Source: an optimization exercise on an open RTL-to-GDS flow (aim: small area and a short achievable clock period). Production flows keep margins and buffers that such runs may drop. Only simulation tests tie the RTL to the original design; equivalence was not proved.

==> run a <==
==> flow/design.v <==
`timescale 1ns/1ps
module rs_cdb_match (
        input  logic                            busy,
        input  logic [4-1:0]            tag,
        input  logic [(4 * (1 + 4 + 32))-1:0]        cdb,
        output logic [4-1:0]        hit
);
        logic seen;
        always_comb begin
                seen = 1'b0;
                for (int l = 0; l < 4; l++) begin
                        hit[l] = busy & ~seen & cdb[l*(1 + 4 + 32) + (32 + 4)] &
                                 (cdb[l*(1 + 4 + 32) + (32) +: 4] == tag);
                        seen   = seen | (cdb[l*(1 + 4 + 32) + (32 + 4)] &
                                 (cdb[l*(1 + 4 + 32) + (32) +: 4] == tag));
                end
        end
endmodule
module rs_opnd_next (
        input  logic                            we,
        input  logic [(1 + 4 + 32)-1:0]           cur,
        input  logic [(1 + 4 + 32)-1:0]           din,
        input  logic [4-1:0]        dm,
        input  logic [(4 * (1 + 4 + 32))-1:0]        cdb,
        output logic [(1 + 4 + 32)-1:0]           nxt
);
        logic [4-1:0]       cm;
        logic [4-1:0]       use_l;
        logic                           use_d;
        logic                           use_h;
        logic [32-1:0]            val;
        rs_cdb_match u_cm (.busy(cur[(32 + 4)]), .tag(cur[(32) +: 4]),
                           .cdb(cdb), .hit(cm));
        assign use_l = we ? dm : cm;
        assign use_d = we & ~|dm;
        assign use_h = ~we & ~|cm;
        always_comb begin
                val = ({32{use_d}} & din[0 +: 32]) |
                      ({32{use_h}} & cur[0 +: 32]);
                for (int l = 0; l < 4; l++)
                        val = val | ({32{use_l[l]}} & cdb[l*(1 + 4 + 32) + 0 +: 32]);
        end
        assign nxt[0 +: 32]  = val;
        assign nxt[(32) +: 4] = we ? din[(32) +: 4] : cur[(32) +: 4];
        assign nxt[(32 + 4)]             = we ? din[(32 + 4)] & ~|dm : cur[(32 + 4)] & ~|cm;
endmodule
`timescale 1ns/1ps
module rs_top (
        input  logic                            clk,
        input  logic                            rst,
        input  logic                            flush,
        input  logic                            fu_busy,
        input  logic                            dispatch,
        input  logic [((((((((((0 + 32) + 32) + (1 + 4 + 32)) + (1 + 4 + 32)) + 4) + 5) + 2) + 3) + 3) + 7)-1:0]           dispatch_data,
        input  logic [(4 * (1 + 4 + 32))-1:0]        cdb,
        output logic                            issue_valid,
        output logic [(1 + ((((((((((0 + 32) + 32) + (1 + 4 + 32)) + (1 + 4 + 32)) + 4) + 5) + 2) + 3) + 3) + 7))-1:0]          issue_data,
        output logic                            full,
        output logic                            empty
);
        localparam int N  = 4;
        localparam int DW = ((((((((((0 + 32) + 32) + (1 + 4 + 32)) + (1 + 4 + 32)) + 4) + 5) + 2) + 3) + 3) + 7);
        localparam int OW = (1 + 4 + 32);
        localparam int S1 = (((0 + 32) + 32) + (1 + 4 + 32));
        localparam int S2 = ((0 + 32) + 32);
        localparam int B1 = (((0 + 32) + 32) + (1 + 4 + 32)) + (32 + 4);
        localparam int B2 = ((0 + 32) + 32) + (32 + 4);
        logic [N-1:0]           valid;
        logic [N*DW-1:0]        ent;
        logic [N*DW-1:0]        ent_n;
        logic [N*N-1:0]         o;
        logic [N-1:0]           free1h;
        logic [N-1:0]           we;
        always_comb begin
                free1h = '0;
                for (int i = N - 1; i >= 0; i--)
                        if (!valid[i]) begin
                                free1h    = '0;
                                free1h[i] = 1'b1;
                        end
        end
        assign we = {N{dispatch}} & free1h;
        assign full  = &valid;
        assign empty = ~|valid;
        logic [N-1:0]           sel;
        localparam int C  = 4;
        localparam int GW = (DW + C - 1) / C;
        logic [C*N-1:0]         selc;
        logic [C*N-1:0]         selc_n;
        logic                   any;
        assign issue_valid = any & ~fu_busy & ~flush;
        logic [DW-1:0]          out;
        always_comb begin
                out = '0;
                for (int i = 0; i < N; i++)
                        for (int b = 0; b < DW; b++)
                                out[b] = out[b] | (selc[(b / GW)*N + i] & ent[i*DW + b]);
                out[B1] = 1'b0;
                out[B2] = 1'b0;
        end
        assign issue_data = {1'b1, out};
        logic [4-1:0] dm1, dm2;
        rs_cdb_match u_dm1 (.busy(dispatch_data[B1]), .tag(dispatch_data[S1 + (32) +: 4]),
                            .cdb(cdb), .hit(dm1));
        rs_cdb_match u_dm2 (.busy(dispatch_data[B2]), .tag(dispatch_data[S2 + (32) +: 4]),
                            .cdb(cdb), .hit(dm2));
        for (genvar g = 0; g < N; g++) begin : g_slot
                logic [DW-1:0] cur;
                logic [DW-1:0] nxt;
                assign cur = ent[g*DW +: DW];
                rs_opnd_next u_op1 (.we(we[g]), .cur(cur[S1 +: OW]), .din(dispatch_data[S1 +: OW]),
                                    .dm(dm1), .cdb(cdb), .nxt(nxt[S1 +: OW]));
                rs_opnd_next u_op2 (.we(we[g]), .cur(cur[S2 +: OW]), .din(dispatch_data[S2 +: OW]),
                                    .dm(dm2), .cdb(cdb), .nxt(nxt[S2 +: OW]));
                assign nxt[DW-1:S1+OW] = we[g] ? dispatch_data[DW-1:S1+OW] : cur[DW-1:S1+OW];
                assign nxt[S2-1:0]     = we[g] ? dispatch_data[S2-1:0]     : cur[S2-1:0];
                assign ent_n[g*DW +: DW] = nxt;
        end
        logic [N-1:0]           iss;
        logic [N-1:0]           valid_n;
        logic [N*N-1:0]         o_n;
        logic [N-1:0]           ready_n;
        logic [N-1:0]           sel_n;
        assign iss = issue_valid ? sel : '0;
        assign valid_n = (rst || flush) ? '0 : ((valid & ~iss) | we);
        always_comb begin
                o_n = o;
                for (int i = 0; i < N; i++)
                        for (int j = 0; j < N; j++)
                                if (i < j) begin
                                        if (we[j])
                                                o_n[i*N + j] = 1'b1;
                                        else if (we[i])
                                                o_n[i*N + j] = 1'b0;
                                end
                for (int i = 0; i < N; i++)
                        ready_n[i] = valid_n[i] & ~ent_n[i*DW + B1] & ~ent_n[i*DW + B2];
                for (int i = 0; i < N; i++) begin
                        sel_n[i] = ready_n[i];
                        for (int j = 0; j < N; j++) begin
                                if (j < i && ready_n[j] && o_n[j*N + i])
                                        sel_n[i] = 1'b0;
                                if (j > i && ready_n[j] && !o_n[i*N + j])
                                        sel_n[i] = 1'b0;
                        end
                end
                for (int i = 0; i < N; i++) begin
                        logic [N-1:0] blk;
                        logic         a;
                        for (int j = 0; j < N; j++)
                                blk[j] = (j < i) ? (ready_n[j] & o_n[j*N + i]) :
                                         (j > i) ? (ready_n[j] & ~o_n[i*N + j]) : 1'b0;
                        selc_n[0*N + i] = ready_n[i] & ~|blk;
                        selc_n[1*N + i] = ready_n[i] & (&(~blk));
                        a = ready_n[i];
                        for (int j = 0; j < N; j++)
                                a = a & ~blk[j];
                        selc_n[2*N + i] = a;
                        a = ~ready_n[i];
                        for (int j = N - 1; j >= 0; j--)
                                a = a | blk[j];
                        selc_n[3*N + i] = ~a;
                end
        end
        always_ff @(posedge clk) begin
                ent   <= ent_n;
                valid <= valid_n;
                o     <= o_n;
                sel   <= sel_n;
                selc  <= selc_n;
                any   <= |ready_n;
        end
endmodule
==> flow/flow/run.sh <==
#!/bin/bash
# The standard layout, except that the port buffers are plain buf_2 cells
# instead of the delay buffers buffer_ports picks on its own.
set -euo pipefail
bash standard.sh "BUFFER_PORTS_ARGS=-buffer_cell sky130_fd_sc_hd__buf_2" finish > standard_flow.log 2>&1
==> flow/standard.sh <==
#!/bin/bash
# synth_recipe.tcl (not shown) runs the flow's synth.tcl, then flattens the netlist and writes it again
# the make line also repeats each setting of config.mk as NAME=value (left out here)
make -C /OpenROAD-flow-scripts/flow DESIGN_CONFIG=/design/flow/config.mk WORK_HOME=/design/flow/orfs CLKGATE_MAP_FILE= SYNTH_SCRIPT=/design/flow/synth_recipe.tcl "${@:-finish}"
==> flow/config.mk <==
export PLATFORM = sky130hd
export DESIGN_NAME = rs_top
export DESIGN_NICKNAME = rs_top
export VERILOG_FILES = /design/flow/design.v
export SDC_FILE = /design/flow/constraint.sdc
export NUM_CORES = 4
export LEC_CHECK = 0
export CAP_MARGIN = 20
export CORE_MARGIN = 2
export CORE_UTILIZATION = 40
export PLACE_DENSITY = 0.5
export SETUP_SLACK_MARGIN = 3.0
export SLEW_MARGIN = 20
export TNS_END_PERCENT = 5
==> flow/constraint.sdc <==
create_clock -name core_clock -period 5.5 [get_ports {clk}]
set_input_delay 1.1000 -clock core_clock [delete_from_list [all_inputs] [get_ports {clk}]]
set_output_delay 1.1000 -clock core_clock [all_outputs]
set_load 0.01 [all_outputs]
==> run b (differences from run a) <==
--- a/flow/design.v
+++ b/flow/design.v
@@ -85,6 +85,2 @@
         logic [N-1:0]           sel;
-        localparam int C  = 4;
-        localparam int GW = (DW + C - 1) / C;
-        logic [C*N-1:0]         selc;
-        logic [C*N-1:0]         selc_n;
         logic                   any;
@@ -95,4 +91,3 @@
                 for (int i = 0; i < N; i++)
-                        for (int b = 0; b < DW; b++)
-                                out[b] = out[b] | (selc[(b / GW)*N + i] & ent[i*DW + b]);
+                        out = out | ({DW{sel[i]}} & ent[i*DW +: DW]);
                 out[B1] = 1'b0;
@@ -146,19 +141,2 @@
                 end
-                for (int i = 0; i < N; i++) begin
-                        logic [N-1:0] blk;
-                        logic         a;
-                        for (int j = 0; j < N; j++)
-                                blk[j] = (j < i) ? (ready_n[j] & o_n[j*N + i]) :
-                                         (j > i) ? (ready_n[j] & ~o_n[i*N + j]) : 1'b0;
-                        selc_n[0*N + i] = ready_n[i] & ~|blk;
-                        selc_n[1*N + i] = ready_n[i] & (&(~blk));
-                        a = ready_n[i];
-                        for (int j = 0; j < N; j++)
-                                a = a & ~blk[j];
-                        selc_n[2*N + i] = a;
-                        a = ~ready_n[i];
-                        for (int j = N - 1; j >= 0; j--)
-                                a = a | blk[j];
-                        selc_n[3*N + i] = ~a;
-                end
         end
@@ -169,3 +147,2 @@
                 sel   <= sel_n;
-                selc  <= selc_n;
                 any   <= |ready_n;
==> flow/run.sh (new file) <==
#!/bin/bash
# synth_recipe.tcl (not shown) runs the flow's synth.tcl, then flattens the netlist and writes it again
# the make line also repeats each setting of config.mk as NAME=value (left out here)
make -C /OpenROAD-flow-scripts/flow DESIGN_CONFIG=/design/flow/config.mk WORK_HOME=/design/flow/orfs CLKGATE_MAP_FILE= SYNTH_SCRIPT=/design/flow/synth_recipe.tcl finish
CORE_UTILIZATION = 30   (was 40)
PLACE_DENSITY = 0.45   (was 0.5)
SETUP_SLACK_MARGIN = default   (was 3.0)
TNS_END_PERCENT = default   (was 5)
removed: flow/flow/run.sh
removed: flow/standard.sh
==> notes.md <==
footprint of the flip-flops and latches: 0.0174 mm2
area of the mapped netlist: 0.0318 mm2
crit path from: dispatch
result of the run: no timing/DRC/antenna violations
peak clock frequency supported by timing: 0.331 GHz
Met1 Wirelength: 56200 um
number of antenna violations at the first check in global routing: 55
final instance area: 0.0416 mm2
switching part of the total: 26.2%
CP Buf/Inv Count: 3
met2 WL: 67600 um
[end of results for run a]
==> notes.md <==
number of pins exceeding their max-slew limit in the final report: 0
met2 WL: 72500 um
result of the run: no timing/DRC/antenna violations
Met1 Wirelength: 60000 um
switching part of the total: 26.0%
area of the mapped netlist: 0.0321 mm2
peak clock frequency supported by timing: 0.223 GHz
[end of results for run b]

==> what the ideal ports hide <==
How much do the figures lean on ideal ports? The routed layouts below were timed once more, with nothing changed but the port constraints.
Step 1 sets driving cells, clkbuf_16 on the clock port and buf_2 on the other inputs (assumed; they add their load-dependent delay and slew).
Step 2 also shifts input and output timing later by t, the mid clock arrival at the registers, as if the neighbouring blocks saw the same clock.
Three values: ideal ports, drivers, drivers and shift; two values: the first two.
run | t (ns) | slack for setup (ns) | slew at the worst register clock pin (ns) | worst data-port slew with drivers (ns)
run a | 0.693 | 2.477 / 2.464 / 1.798 | 0.07 / 0.07 | 0.14
run b | 0.723 | 1.025 / 0.969 / 0.246 | 0.06 / 0.06 | 0.15
After both steps setup and hold are still met in every run listed. For run b, which loses most, drivers alone change the setup slack by -0.056 ns; drivers and shift together by -0.779 ns.
